This design comes from an exercise in tuning for a short achievable clock period and few clock cycles per item on the open sky130 flow, not from production work. In this exercise RTL edits were held to simulation tests only and were not proved equivalent to the original.

==> garnet <==
==> flow/design.v <==
`timescale 1ns / 1ps
`default_nettype none
module sspf_bitmap (
   input  wire logic             clock,
   input  wire logic             rst,
   input  wire logic             alloc,
   input  wire logic [31:0]      setg,
   input  wire logic [15:0]      setl,
   output      logic [31:0]      first2,
   output      logic [31:0][3:0] lidx2,
   output      logic             full2
);
   localparam int N  = 512;
   localparam int GW = 16;
   localparam int NG = N / GW;
   logic [N-1:0]  free_q;          
   logic [NG-1:0] grp_q;           
   logic [NG-1:0] gpre [0:5];      
   logic [NG-1:0] gbelow;          
   logic [NG-1:0] first;           
   logic [NG-1:0] two;             
   logic [N-1:0]  lbelow;          
   logic [N-1:0]  free_d;
   logic [NG-1:0] grp_d;
   logic [NG-1:0][3:0] lidx;       
   assign gpre[0] = grp_q;
   for (genvar l = 1; l <= 5; l++) begin : g_gks
      assign gpre[l] = gpre[l-1] | (gpre[l-1] << (1 << (l - 1)));
   end
   assign gbelow = gpre[5] << 1;
   assign first  = grp_q & ~gbelow;
   for (genvar g = 0; g < NG; g++) begin : g_grp
      logic [GW-1:0] w;
      logic [GW-1:0] p [0:4];
      logic [GW-1:0] bl;
      logic [GW-1:0] a1, t1;
      logic [7:0]    a2, t2;
      logic [3:0]    a3, t3;
      logic [1:0]    a4, t4;
      assign w    = free_q[g*GW +: GW];
      assign p[0] = w;
      for (genvar l = 1; l <= 4; l++) begin : g_lks
         assign p[l] = p[l-1] | (p[l-1] << (1 << (l - 1)));
      end
      assign bl = p[4] << 1;
      assign lbelow[g*GW +: GW] = bl;
      for (genvar i = 0; i < 8; i++) begin : g_t2
         assign a2[i] = w[2*i] | w[2*i+1];
         assign t2[i] = w[2*i] & w[2*i+1];
      end
      for (genvar i = 0; i < 4; i++) begin : g_t3
         assign a3[i] = a2[2*i] | a2[2*i+1];
         assign t3[i] = t2[2*i] | t2[2*i+1] | (a2[2*i] & a2[2*i+1]);
      end
      for (genvar i = 0; i < 2; i++) begin : g_t4
         assign a4[i] = a3[2*i] | a3[2*i+1];
         assign t4[i] = t3[2*i] | t3[2*i+1] | (a3[2*i] & a3[2*i+1]);
      end
      assign two[g] = t4[0] | t4[1] | (a4[0] & a4[1]);
      always_comb begin
         lidx[g] = '0;
         for (int k = GW - 1; k >= 0; k--) begin
            if (w[k]) lidx[g] = 4'(k);
         end
      end
      assign free_d[g*GW +: GW] = ({GW{setg[g]}} & setl) |
                                  (w & (bl | {GW{~alloc | gbelow[g]}}));
      assign grp_d[g] = setg[g] | (grp_q[g] & (~alloc | gbelow[g] | two[g]));
   end
   always_ff @(posedge clock) begin
      if (rst) begin
         free_q <= '1;
         grp_q  <= '1;
      end else begin
         free_q <= free_d;
         grp_q  <= grp_d;
      end
      first2 <= first;
      lidx2  <= lidx;
      full2  <= ~gpre[5][NG-1];
   end
endmodule
`default_nettype wire
`timescale 1ns / 1ps
`default_nettype none
module sspf_divider #(
   parameter int BLOCKS_PER_PAGE = 8
) (
   input  wire logic                          clock,
   input  wire logic                          reset,
   input  wire logic                          start,
   input  wire logic [19:0]  dividend,
   output      logic         done,
   output      logic [19:0]  quotient
);
   localparam int BLOCK_W = 20;
   localparam int                 SHIFT_W = BLOCK_W + $clog2(BLOCKS_PER_PAGE);
   localparam int                 RECIP_W = BLOCK_W + 2;
   localparam int                 PROD_W  = BLOCK_W + RECIP_W;
   localparam logic [RECIP_W-1:0] RECIP   =
      RECIP_W'((64'd1 << SHIFT_W) / 64'(BLOCKS_PER_PAGE) + 64'd1);
   logic               done_ff, done_in;
   logic [BLOCK_W-1:0] quot_ff, quot_in;
   logic [PROD_W-1:0]  product;
   always_comb begin
      product = PROD_W'(dividend) * PROD_W'(RECIP);
      done_in = start;
      quot_in = quot_ff;
      if (start) begin
         quot_in = BLOCK_W'(product >> SHIFT_W);
      end
   end
   always_ff @(posedge clock) begin
      if (reset) begin
         done_ff <= 1'b0;
      end else begin
         done_ff <= done_in;
      end
   end
   always_ff @(posedge clock) begin
      quot_ff <= quot_in;
   end
   assign done     = done_ff;
   assign quotient = quot_ff;
endmodule
`default_nettype wire
`timescale 1ns / 1ps
`default_nettype none
module swap_slot_page_fault_engine_top #(
   parameter int SLOT_COUNT      = 512,
   parameter int BLOCKS_PER_PAGE = 8
) (
   input  wire logic                            clock,
   input  wire logic                            reset,
   input  wire logic                            req_valid,
   output      logic                            req_ready,
   input  wire logic [1:0]                      req_cmd,
   input  wire logic [31:0]                     req_entry,
   input  wire logic [31:0]                     req_new_frame,
   output      logic                            rsp_valid,
   input  wire logic                            rsp_ready,
   output      logic [31:0]                     rsp_new_entry,
   output      logic [19:0]                     rsp_block_no,
   output      logic [1:0]                      rsp_action,
   output      logic [1:0]                      rsp_status,
   input  wire logic                            csr_valid,
   output      logic                            csr_ready,
   input  wire logic [0:0]            csr_index,
   input  wire logic [15:0]           csr_wdata
);
   localparam int N      = 512;
   localparam int LG     = 9;
   localparam int GW     = 16;         
   localparam int NG     = N / GW;     
   localparam int FIFO_N = 10;
   localparam int CAP    = 10;
   localparam logic [2:0] K_UNUSED  = 3'd0;
   localparam logic [2:0] K_ALLOC   = 3'd1;
   localparam logic [2:0] K_PRESENT = 3'd2;
   localparam logic [2:0] K_FAULT   = 3'd3;
   localparam logic [2:0] K_REL     = 3'd4;
   localparam logic [2:0] K_RANGE   = 3'd5;
   logic        rst_q;
   logic [15:0] base_q;
   logic [11:0] mark_q;
   always_ff @(posedge clock) begin
      rst_q <= reset;
      if (reset) begin
         base_q <= 16'd2;
         mark_q <= 12'h200;
      end else if (csr_valid) begin
         if (csr_index[0]) mark_q <= csr_wdata[11:0];
         else              base_q <= csr_wdata;
      end
   end
   assign csr_ready = 1'b1;
   logic        ready_q;
   logic        v0;
   logic [1:0]  cmd0;
   logic [31:0] entry0;
   logic [19:0] frame0;
   assign v0     = req_valid & ready_q & ~reset;
   assign cmd0   = req_cmd;
   assign entry0 = req_entry;
   assign frame0 = req_new_frame[31:12];
   assign req_ready = ready_q;
   logic [19:0] blk0;
   logic [20:0] diff0;
   logic        oor0;
   logic [2:0]  kind0;
   logic        free0;
   assign blk0  = entry0[31:12];
   assign diff0 = {1'b0, blk0} - {5'd0, base_q};
   assign oor0  = diff0[20] | (|diff0[19:12]);
   always_comb begin
      case (cmd0)
         2'd0:    kind0 = K_ALLOC;
         2'd1:    kind0 = entry0[0] ? K_PRESENT : (oor0 ? K_RANGE : K_FAULT);
         2'd2:    kind0 = oor0 ? K_RANGE : K_REL;
         default: kind0 = K_UNUSED;
      endcase
   end
   assign free0 = v0 & ~rst_q & ((kind0 == K_FAULT) | (kind0 == K_REL));
   logic          v1, alloc1;
   logic [2:0]    kind1;
   logic [LG-1:0] idx1;
   logic          free1;           
   logic [GW-1:0] setl1;           
   logic [NG-1:0] setg1;           
   logic [11:0]   flg1;
   logic [19:0]   frame1, blk1;
   always_ff @(posedge clock) begin
      v1     <= v0 & ~rst_q;
      alloc1 <= v0 & ~rst_q & (cmd0 == 2'd0);
      kind1  <= kind0;
      idx1   <= diff0[LG+2:3];
      free1  <= free0;
      flg1   <= entry0[11:0];
      frame1 <= frame0;
      blk1   <= blk0;
   end
   assign setl1 = GW'(1) << idx1[3:0];
   assign setg1 = {NG{free1}} & (NG'(1) << idx1[8:4]);
   logic [NG-1:0]      first2;
   logic [NG-1:0][3:0] lidx2;
   logic               full2;
   sspf_bitmap u_bm (
      .clock (clock),
      .rst   (rst_q),
      .alloc (alloc1),
      .setg  (setg1),
      .setl  (setl1),
      .first2(first2),
      .lidx2 (lidx2),
      .full2 (full2)
   );
   logic          v2;
   logic [2:0]    kind2;
   logic [LG-1:0] idx2;
   logic [11:0]   flg2;
   logic [19:0]   frame2, blk2;
   always_ff @(posedge clock) begin
      v2     <= v1 & ~rst_q;
      kind2  <= kind1;
      idx2   <= idx1;
      flg2   <= flg1;
      frame2 <= frame1;
      blk2   <= blk1;
   end
   logic [4:0]    gidx2;
   logic [3:0]    lsel2;
   logic [LG-1:0] aidx2;
   always_comb begin
      gidx2 = '0;
      lsel2 = '0;
      for (int g = 0; g < NG; g++) begin
         if (first2[g]) begin
            gidx2 = gidx2 | 5'(g);
            lsel2 = lsel2 | lidx2[g];
         end
      end
   end
   assign aidx2 = {gidx2, lsel2};
   logic          v3, full3;
   logic [2:0]    kind3;
   logic [LG-1:0] slot2, slot3;
   logic          wr2;
   logic [31:0]   wdg3;            
   logic [15:0]   wdl3;            
   logic [19:0]   frame3, blk3;
   assign slot2 = (kind2 == K_ALLOC) ? aidx2 : idx2;
   assign wr2   = v2 & ~rst_q & (kind2 == K_ALLOC) & ~full2;
   always_ff @(posedge clock) begin
      v3     <= v2 & ~rst_q;
      wdg3   <= {32{wr2}} & (32'(1) << slot2[8:4]);
      wdl3   <= 16'(1) << slot2[3:0];
      full3  <= full2;
      kind3  <= kind2;
      slot3  <= slot2;
      frame3 <= frame2;
      blk3   <= blk2;
   end
   logic [N-1:0]          fwe;
   logic [11:1]           fwd;
   logic [N/16-1:0][11:1] rd4;
   logic [19:0] slot_blk3;
   assign slot_blk3 = {4'd0, base_q} + {8'd0, slot3, 3'd0};
   always_ff @(posedge clock) begin
      fwd <= flg2[11:1] & {11{~reset}};
   end
   for (genvar g = 0; g < N / 16; g++) begin : g_fgrp
      logic [16*11-1:0] gv;
      for (genvar j = 0; j < 16; j++) begin : g_fs
         logic [11:1] flags_q;
         assign fwe[g*16+j] = rst_q | (wdg3[g] & wdl3[j]);
         always_ff @(posedge clock) begin
            if (fwe[g*16+j]) flags_q <= fwd;
         end
         assign gv[j*11 +: 11] = flags_q;
      end
      always_ff @(posedge clock) begin
         rd4[g] <= gv[slot3[3:0]*11 +: 11];
      end
   end
   logic          v4, full4;
   logic [2:0]    kind4;
   logic [4:0]    sel4;
   logic [19:0]   hi4, bno4;
   always_ff @(posedge clock) begin
      v4    <= v3 & ~rst_q;
      full4 <= full3;
      kind4 <= kind3;
      sel4  <= slot3[8:4];
      hi4   <= (kind3 == K_ALLOC) ? slot_blk3 : frame3;
      bno4  <= (kind3 == K_ALLOC) ? slot_blk3 : blk3;
   end
   logic [11:1] flags5;
   logic        v5, full5;
   logic [2:0]  kind5;
   logic [19:0] hi5, bno5;
   always_ff @(posedge clock) begin
      flags5 <= rd4[sel4];
      v5     <= v4 & ~rst_q;
      full5  <= full4;
      kind5  <= kind4;
      hi5    <= hi4;
      bno5   <= bno4;
   end
   logic [55:0] rsp5;              
   always_comb begin
      rsp5 = '0;
      case (kind5)
         K_ALLOC: begin
            if (full5) rsp5[1:0] = 2'd1;
            else       rsp5 = {hi5, mark_q[11:1], 1'b0, bno5, 2'd1, 2'd0};
         end
         K_PRESENT: rsp5 = {hi5, 12'h003, 20'd0, 2'd3, 2'd0};
         K_FAULT:   rsp5 = {hi5, flags5, 1'b1, bno5, 2'd2, 2'd0};
         K_REL:     rsp5 = {32'd0, bno5, 2'd0, 2'd0};
         K_RANGE:   rsp5 = {32'd0, bno5, 2'd0, 2'd2};
         default:   ;
      endcase
   end
   logic [55:0] fifo_q [FIFO_N];
   logic [3:0]  wptr_q, rptr_q;
   always_ff @(posedge clock) begin
      if (v5) fifo_q[wptr_q] <= rsp5;
      if (rst_q)                          wptr_q <= '0;
      else if (v5 && wptr_q == FIFO_N - 1) wptr_q <= '0;
      else if (v5)                        wptr_q <= wptr_q + 1'b1;
   end
   logic        ov_q, pop_q;
   logic [55:0] o_q, o_cpy_q, head, o_hold;
   logic        nonempty, avail;
   logic [3:0]  rptr_inc, rptr_ld, rptr_st;
   logic [7:0]  cnt_q;
   assign nonempty = (wptr_q != rptr_q);
   assign avail    = nonempty | v5;
   assign head     = nonempty ? fifo_q[rptr_q] : rsp5;
   assign rptr_inc = (rptr_q == FIFO_N - 1) ? 4'd0 : rptr_q + 1'b1;
   assign rptr_ld  = avail ? rptr_inc : rptr_q;
   assign rptr_st  = ov_q ? rptr_q : rptr_ld;
   assign o_hold   = ov_q ? o_cpy_q : head;
   always_ff @(posedge clock) begin
      ov_q  <= ~reset & ~rst_q & (avail | (ov_q & ~rsp_ready));
      o_q   <= rsp_ready ? head : o_hold;
      if (rsp_ready || !ov_q) o_cpy_q <= head;
      if (rst_q) rptr_q <= '0;
      else       rptr_q <= rsp_ready ? rptr_ld : rptr_st;
      pop_q <= ov_q & rsp_ready;
      if (rst_q) cnt_q <= '0;
      else       cnt_q <= cnt_q + 8'(v1) - 8'(pop_q);
      ready_q <= ~reset & ~rst_q & ((cnt_q + 8'(v1) + 8'(ready_q) + 8'd1) <= 8'(CAP));
   end
   assign rsp_valid     = ov_q;
   assign rsp_new_entry = o_q[55:24];
   assign rsp_block_no  = o_q[23:4];
   assign rsp_action    = o_q[3:2];
   assign rsp_status    = o_q[1:0];
endmodule
`default_nettype wire
==> flow/run.sh <==
#!/bin/bash
# synth_recipe.tcl (not shown) runs the flow's synth.tcl, then flattens the netlist and writes it again
# the make line also repeats each setting of config.mk as NAME=value (left out here)
make -C /OpenROAD-flow-scripts/flow DESIGN_CONFIG=/design/flow/config.mk WORK_HOME=/design/flow/orfs CLKGATE_MAP_FILE= SYNTH_SCRIPT=/design/flow/synth_recipe.tcl finish
==> flow/config.mk <==
export PLATFORM = sky130hd
export DESIGN_NAME = swap_slot_page_fault_engine_top
export DESIGN_NICKNAME = swap_slot_page_fault_engine_top
export VERILOG_FILES = /design/flow/design.v
export SDC_FILE = /design/flow/constraint.sdc
export NUM_CORES = 4
export LEC_CHECK = 0
export ABC_CLOCK_PERIOD_IN_PS = 1000
export CAP_MARGIN = 20
export CELL_PAD_IN_SITES_DETAIL_PLACEMENT = 1
export CELL_PAD_IN_SITES_GLOBAL_PLACEMENT = 2
export CORE_MARGIN = 2
export CORE_UTILIZATION = 65
export CTS_CLUSTER_DIAMETER = 60
export CTS_CLUSTER_SIZE = 30
export SETUP_SLACK_MARGIN = 5
export SLEW_MARGIN = 20
export SYNTH_HIERARCHICAL = 1
export SYNTH_MEMORY_MAX_BITS = 16384
==> flow/constraint.sdc <==
create_clock -name core_clock -period 8.0 [get_ports {clock}]
set_input_delay 1.6000 -clock core_clock [delete_from_list [all_inputs] [get_ports {clock}]]
set_output_delay 1.6000 -clock core_clock [all_outputs]
set_load 0.01 [all_outputs]
==> juniper: changes against garnet <==
--- a/flow/design.v
+++ b/flow/design.v
@@ -206,3 +206,2 @@
    logic [LG-1:0] idx1;
-   logic          free1;           
    logic [GW-1:0] setl1;           
@@ -216,3 +215,4 @@
       idx1   <= diff0[LG+2:3];
-      free1  <= free0;
+      setl1  <= GW'(1) << diff0[6:3];
+      setg1  <= {NG{free0}} & (NG'(1) << diff0[11:7]);
       flg1   <= entry0[11:0];
@@ -221,4 +221,2 @@
    end
-   assign setl1 = GW'(1) << idx1[3:0];
-   assign setg1 = {NG{free1}} & (NG'(1) << idx1[8:4]);
    logic [NG-1:0]      first2;
@@ -269,2 +267,3 @@
    logic [15:0]   wdl3;            
+   logic [11:0]   flg3;
    logic [19:0]   frame3, blk3;
@@ -279,2 +278,3 @@
       slot3  <= slot2;
+      flg3   <= flg2;
       frame3 <= frame2;
@@ -287,5 +287,3 @@
    assign slot_blk3 = {4'd0, base_q} + {8'd0, slot3, 3'd0};
-   always_ff @(posedge clock) begin
-      fwd <= flg2[11:1] & {11{~reset}};
-   end
+   assign fwd = flg3[11:1] & {11{~rst_q}};
    for (genvar g = 0; g < N / 16; g++) begin : g_fgrp
Settings changed: CORE_UTILIZATION 65 to 60.
==> pepper: changes against garnet <==
==> flow/design.v, changed modules only <==
module sspf_ram #(
   parameter int WIDTH = 32,
   parameter int DEPTH = 16,
   parameter int ADDR_W = (DEPTH > 1) ? $clog2(DEPTH) : 1
) (
   input  wire logic              clock,
   input  wire logic              wr_en,
   input  wire logic [ADDR_W-1:0] wr_addr,
   input  wire logic [WIDTH-1:0]  wr_data,
   input  wire logic              rd_en,
   input  wire logic [ADDR_W-1:0] rd_addr,
   output      logic [WIDTH-1:0]  rd_data
);
   logic [WIDTH-1:0] mem_ff [DEPTH];
   logic [WIDTH-1:0] rd_data_ff;
   always_ff @(posedge clock) begin
      if (wr_en) begin
         mem_ff[wr_addr] <= wr_data;
      end
      if (rd_en) begin
         rd_data_ff <= mem_ff[rd_addr];
      end
   end
   assign rd_data = rd_data_ff;
endmodule
module swap_slot_page_fault_engine_top #(
   parameter int SLOT_COUNT      = 512,
   parameter int BLOCKS_PER_PAGE = 8
) (
   input  wire logic                            clock,
   input  wire logic                            reset,
   input  wire logic                            req_valid,
   output      logic                            req_ready,
   input  wire logic [1:0]                      req_cmd,
   input  wire logic [31:0]                     req_entry,
   input  wire logic [31:0]                     req_new_frame,
   output      logic                            rsp_valid,
   input  wire logic                            rsp_ready,
   output      logic [31:0]                     rsp_new_entry,
   output      logic [19:0]                     rsp_block_no,
   output      logic [1:0]                      rsp_action,
   output      logic [1:0]                      rsp_status,
   input  wire logic                            csr_valid,
   output      logic                            csr_ready,
   input  wire logic [0:0]            csr_index,
   input  wire logic [15:0]           csr_wdata
);
   localparam int N      = 512;
   localparam int LG     = 9;
   localparam int GW     = 16;         
   localparam int NG     = N / GW;     
   localparam int FIFO_N = 10;
   localparam int CAP    = 10;
   localparam logic [2:0] K_UNUSED  = 3'd0;
   localparam logic [2:0] K_ALLOC   = 3'd1;
   localparam logic [2:0] K_PRESENT = 3'd2;
   localparam logic [2:0] K_FAULT   = 3'd3;
   localparam logic [2:0] K_REL     = 3'd4;
   localparam logic [2:0] K_RANGE   = 3'd5;
   logic        rst_q;
   logic [15:0] base_q;
   logic [11:0] mark_q;
   always_ff @(posedge clock) begin
      rst_q <= reset;
      if (reset) begin
         base_q <= 16'd2;
         mark_q <= 12'h200;
      end else if (csr_valid) begin
         if (csr_index[0]) mark_q <= csr_wdata[11:0];
         else              base_q <= csr_wdata;
      end
   end
   assign csr_ready = 1'b1;
   logic        ready_q;
   logic        v0;
   logic [1:0]  cmd0;
   logic [31:0] entry0;
   logic [19:0] frame0;
   assign v0     = req_valid & ready_q & ~reset;
   assign cmd0   = req_cmd;
   assign entry0 = req_entry;
   assign frame0 = req_new_frame[31:12];
   assign req_ready = ready_q;
   logic [19:0] blk0;
   logic [20:0] diff0;
   logic        oor0;
   logic [2:0]  kind0;
   logic        free0;
   assign blk0  = entry0[31:12];
   assign diff0 = {1'b0, blk0} - {5'd0, base_q};
   assign oor0  = diff0[20] | (|diff0[19:12]);
   always_comb begin
      case (cmd0)
         2'd0:    kind0 = K_ALLOC;
         2'd1:    kind0 = entry0[0] ? K_PRESENT : (oor0 ? K_RANGE : K_FAULT);
         2'd2:    kind0 = oor0 ? K_RANGE : K_REL;
         default: kind0 = K_UNUSED;
      endcase
   end
   assign free0 = v0 & ~rst_q & ((kind0 == K_FAULT) | (kind0 == K_REL));
   logic          v1, alloc1;
   logic [2:0]    kind1;
   logic [LG-1:0] idx1;
   logic [GW-1:0] setl1;           
   logic [NG-1:0] setg1;           
   logic [11:0]   flg1;
   logic [19:0]   frame1, blk1;
   always_ff @(posedge clock) begin
      v1     <= v0 & ~rst_q;
      alloc1 <= v0 & ~rst_q & (cmd0 == 2'd0);
      kind1  <= kind0;
      idx1   <= diff0[LG+2:3];
      setl1  <= GW'(1) << diff0[6:3];
      setg1  <= {NG{free0}} & (NG'(1) << diff0[11:7]);
      flg1   <= entry0[11:0];
      frame1 <= frame0;
      blk1   <= blk0;
   end
   logic [N-1:0]  free_q;          
   logic [NG-1:0] grp_q;           
   logic [NG-1:0] gpre [0:5];      
   logic [NG-1:0] gbelow;          
   logic [NG-1:0] first;           
   logic [NG-1:0] two;             
   logic [N-1:0]  lbelow;          
   logic [N-1:0]  free_d;
   logic [NG-1:0] grp_d;
   logic [NG-1:0][3:0] lidx;       
   assign gpre[0] = grp_q;
   for (genvar l = 1; l <= 5; l++) begin : g_gks
      assign gpre[l] = gpre[l-1] | (gpre[l-1] << (1 << (l - 1)));
   end
   assign gbelow = gpre[5] << 1;
   assign first  = grp_q & ~gbelow;
   for (genvar g = 0; g < NG; g++) begin : g_grp
      logic [GW-1:0] w;
      logic [GW-1:0] p [0:4];
      logic [GW-1:0] bl;
      logic [GW-1:0] a1, t1;
      logic [7:0]    a2, t2;
      logic [3:0]    a3, t3;
      logic [1:0]    a4, t4;
      assign w    = free_q[g*GW +: GW];
      assign p[0] = w;
      for (genvar l = 1; l <= 4; l++) begin : g_lks
         assign p[l] = p[l-1] | (p[l-1] << (1 << (l - 1)));
      end
      assign bl = p[4] << 1;
      assign lbelow[g*GW +: GW] = bl;
      for (genvar i = 0; i < 8; i++) begin : g_t2
         assign a2[i] = w[2*i] | w[2*i+1];
         assign t2[i] = w[2*i] & w[2*i+1];
      end
      for (genvar i = 0; i < 4; i++) begin : g_t3
         assign a3[i] = a2[2*i] | a2[2*i+1];
         assign t3[i] = t2[2*i] | t2[2*i+1] | (a2[2*i] & a2[2*i+1]);
      end
      for (genvar i = 0; i < 2; i++) begin : g_t4
         assign a4[i] = a3[2*i] | a3[2*i+1];
         assign t4[i] = t3[2*i] | t3[2*i+1] | (a3[2*i] & a3[2*i+1]);
      end
      assign two[g] = t4[0] | t4[1] | (a4[0] & a4[1]);
      always_comb begin
         lidx[g] = '0;
         for (int k = GW - 1; k >= 0; k--) begin
            if (w[k]) lidx[g] = 4'(k);
         end
      end
      assign free_d[g*GW +: GW] = ({GW{setg1[g]}} & setl1) |
                                  (w & (bl | {GW{~alloc1 | gbelow[g]}}));
      assign grp_d[g] = setg1[g] | (grp_q[g] & (~alloc1 | gbelow[g] | two[g]));
   end
   logic          v2, full2;
   logic [NG-1:0] first2;
   logic [NG-1:0][3:0] lidx2;
   logic [2:0]    kind2;
   logic [LG-1:0] idx2;
   logic [11:0]   flg2;
   logic [19:0]   frame2, blk2;
   always_ff @(posedge clock) begin
      if (rst_q) begin
         free_q <= '1;
         grp_q  <= '1;
      end else begin
         free_q <= free_d;
         grp_q  <= grp_d;
      end
      first2 <= first;
      lidx2  <= lidx;
      full2  <= ~gpre[5][NG-1];
      v2     <= v1 & ~rst_q;
      kind2  <= kind1;
      idx2   <= idx1;
      flg2   <= flg1;
      frame2 <= frame1;
      blk2   <= blk1;
   end
   logic [4:0]    gidx2;
   logic [3:0]    lsel2;
   logic [LG-1:0] aidx2;
   always_comb begin
      gidx2 = '0;
      lsel2 = '0;
      for (int g = 0; g < NG; g++) begin
         if (first2[g]) begin
            gidx2 = gidx2 | 5'(g);
            lsel2 = lsel2 | lidx2[g];
         end
      end
   end
   assign aidx2 = {gidx2, lsel2};
   logic          v3, wr3, full3;
   logic [2:0]    kind3;
   logic [LG-1:0] slot3;
   logic [11:0]   flg3;
   logic [19:0]   frame3, blk3;
   always_ff @(posedge clock) begin
      v3     <= v2 & ~rst_q;
      wr3    <= v2 & ~rst_q & (kind2 == K_ALLOC) & ~full2;
      full3  <= full2;
      kind3  <= kind2;
      slot3  <= (kind2 == K_ALLOC) ? aidx2 : idx2;
      flg3   <= flg2;
      frame3 <= frame2;
      blk3   <= blk2;
   end
   logic [N-1:0]         fwe;
   logic [11:0]          fwd;
   logic [N/16-1:0][11:0] rd4;
   logic [19:0] slot_blk3;
   assign slot_blk3 = {4'd0, base_q} + {8'd0, slot3, 3'd0};
   assign fwd = flg3 & {12{~rst_q}};
   for (genvar g = 0; g < N / 16; g++) begin : g_fgrp
      logic [16*12-1:0] gv;
      for (genvar j = 0; j < 16; j++) begin : g_fs
         logic [11:0] flags_q;
         assign fwe[g*16+j] = rst_q | (wr3 & (slot3 == LG'(g*16+j)));
         always_ff @(posedge clock) begin
            if (fwe[g*16+j]) flags_q <= fwd;
         end
         assign gv[j*12 +: 12] = flags_q;
      end
      always_ff @(posedge clock) begin
         rd4[g] <= gv[slot3[3:0]*12 +: 12];
      end
   end
   logic          v4, full4;
   logic [2:0]    kind4;
   logic [4:0]    sel4;
   logic [19:0]   hi4, bno4;
   always_ff @(posedge clock) begin
      v4    <= v3 & ~rst_q;
      full4 <= full3;
      kind4 <= kind3;
      sel4  <= slot3[8:4];
      hi4   <= (kind3 == K_ALLOC) ? slot_blk3 : frame3;
      bno4  <= (kind3 == K_ALLOC) ? slot_blk3 : blk3;
   end
   logic [11:0] flags5;
   logic        v5, full5;
   logic [2:0]  kind5;
   logic [19:0] hi5, bno5;
   always_ff @(posedge clock) begin
      flags5 <= rd4[sel4];
      v5     <= v4 & ~rst_q;
      full5  <= full4;
      kind5  <= kind4;
      hi5    <= hi4;
      bno5   <= bno4;
   end
   logic [55:0] rsp5;              
   always_comb begin
      rsp5 = '0;
      case (kind5)
         K_ALLOC: begin
            if (full5) rsp5[1:0] = 2'd1;
            else       rsp5 = {hi5, mark_q[11:1], 1'b0, bno5, 2'd1, 2'd0};
         end
         K_PRESENT: rsp5 = {hi5, 12'h003, 20'd0, 2'd3, 2'd0};
         K_FAULT:   rsp5 = {hi5, flags5 | 12'h001, bno5, 2'd2, 2'd0};
         K_REL:     rsp5 = {32'd0, bno5, 2'd0, 2'd0};
         K_RANGE:   rsp5 = {32'd0, bno5, 2'd0, 2'd2};
         default:   ;
      endcase
   end
   logic [55:0] fifo_q [FIFO_N];
   logic [3:0]  wptr_q, rptr_q;
   always_ff @(posedge clock) begin
      if (v5) fifo_q[wptr_q] <= rsp5;
      if (rst_q)                          wptr_q <= '0;
      else if (v5 && wptr_q == FIFO_N - 1) wptr_q <= '0;
      else if (v5)                        wptr_q <= wptr_q + 1'b1;
   end
   logic        ov_q, pop_q;
   logic [55:0] o_q, o_cpy_q, head, o_hold;
   logic        nonempty, avail;
   logic [3:0]  rptr_inc, rptr_ld, rptr_st;
   logic [7:0]  cnt_q;
   assign nonempty = (wptr_q != rptr_q);
   assign avail    = nonempty | v5;
   assign head     = nonempty ? fifo_q[rptr_q] : rsp5;
   assign rptr_inc = (rptr_q == FIFO_N - 1) ? 4'd0 : rptr_q + 1'b1;
   assign rptr_ld  = avail ? rptr_inc : rptr_q;
   assign rptr_st  = ov_q ? rptr_q : rptr_ld;
   assign o_hold   = ov_q ? o_cpy_q : head;
   always_ff @(posedge clock) begin
      ov_q  <= ~reset & ~rst_q & (avail | (ov_q & ~rsp_ready));
      o_q   <= rsp_ready ? head : o_hold;
      if (rsp_ready || !ov_q) o_cpy_q <= head;
      if (rst_q) rptr_q <= '0;
      else       rptr_q <= rsp_ready ? rptr_ld : rptr_st;
      pop_q <= ov_q & rsp_ready;
      if (rst_q) cnt_q <= '0;
      else       cnt_q <= cnt_q + 8'(v1) - 8'(pop_q);
      ready_q <= ~reset & ~rst_q & ((cnt_q + 8'(v1) + 8'(ready_q) + 8'd1) <= 8'(CAP));
   end
   assign rsp_valid     = ov_q;
   assign rsp_new_entry = o_q[55:24];
   assign rsp_block_no  = o_q[23:4];
   assign rsp_action    = o_q[3:2];
   assign rsp_status    = o_q[1:0];
endmodule
// module sspf_bitmap removed
Settings changed: CORE_UTILIZATION 65 to 60, CTS_CLUSTER_DIAMETER 60 to default, CTS_CLUSTER_SIZE 30 to default, SYNTH_HIERARCHICAL 1 to default.
==> summary.txt <==
- GPL Wtd Cong: 0.927
- Mux contribution to synthesized area: 15.5%
- Sequential share of the synthesized area: 73.8%
- Synth Area in Compound Gates: 5.41%
- Starting Density: 60.3%
- Mapped Cells: 15426
- Status: no timing/DRC/antenna violations
- DP Cell Count: 21328
That was juniper.
==> summary.txt <==
- Status: aborted with a tool error
- Exit stage: clock tree synthesis
- Error msg: [ERROR DPL-0033] detailed placement checks failed during check placement.
- Starting Density: 65.2%
- Sequential share of the synthesized area: 73.8%
- Synth Area in Compound Gates: 5.46%
That was garnet.
==> summary.txt <==
- Status: no timing/DRC/antenna violations
- Mux contribution to synthesized area: 15.9%
- Sequential share of the synthesized area: 74.3%
- DP Cell Count: 21052
- Synth Area in Compound Gates: 5.20%
- GPL Wtd Cong: 0.898
That was pepper.
Testbench counts of garnet, summed over its fixed seeds: cycles 9,672, items 9,600.
Testbench counts of juniper, summed over its fixed seeds: cycles 9,672, items 9,600.
Testbench counts of pepper, summed over its fixed seeds: cycles 9,672, items 9,600.

[afterwards: timing with drivers on the ports]
No port has a modelled driver above. Below, the same layouts with a new extraction and two added sets of constraints.
Step 1, drivers: a clkbuf_16 drives clock and a buf_2 each remaining input, both assumed.
Step 2 adds t to the input delays and takes it off the output delays; t is the mean of the earliest and latest rising clock arrival at the registers after step 1. Input paths then give back, and output paths get back, about the clock's delay inside the block.
a / b / c = ideal ports / drivers / drivers and shift; a / b = the first two.
| run | t, ns | setup WS [ns] | clock arrival spread, ns | slew at the worst register clock pin (ns) |
|---|---|---|---|---|
| juniper | 1.217 | 4.796 / 4.664 / 3.843 | 0.066 / 0.066 | 0.11 / 0.11 |
| pepper | 1.232 | 4.680 / 4.663 / 3.538 | 0.094 / 0.094 | 0.08 / 0.08 |
After both steps setup and hold are still met in every run listed. The setup slack of pepper, which loses most, moves by -0.017 ns with the drivers and by -1.142 ns with both steps.
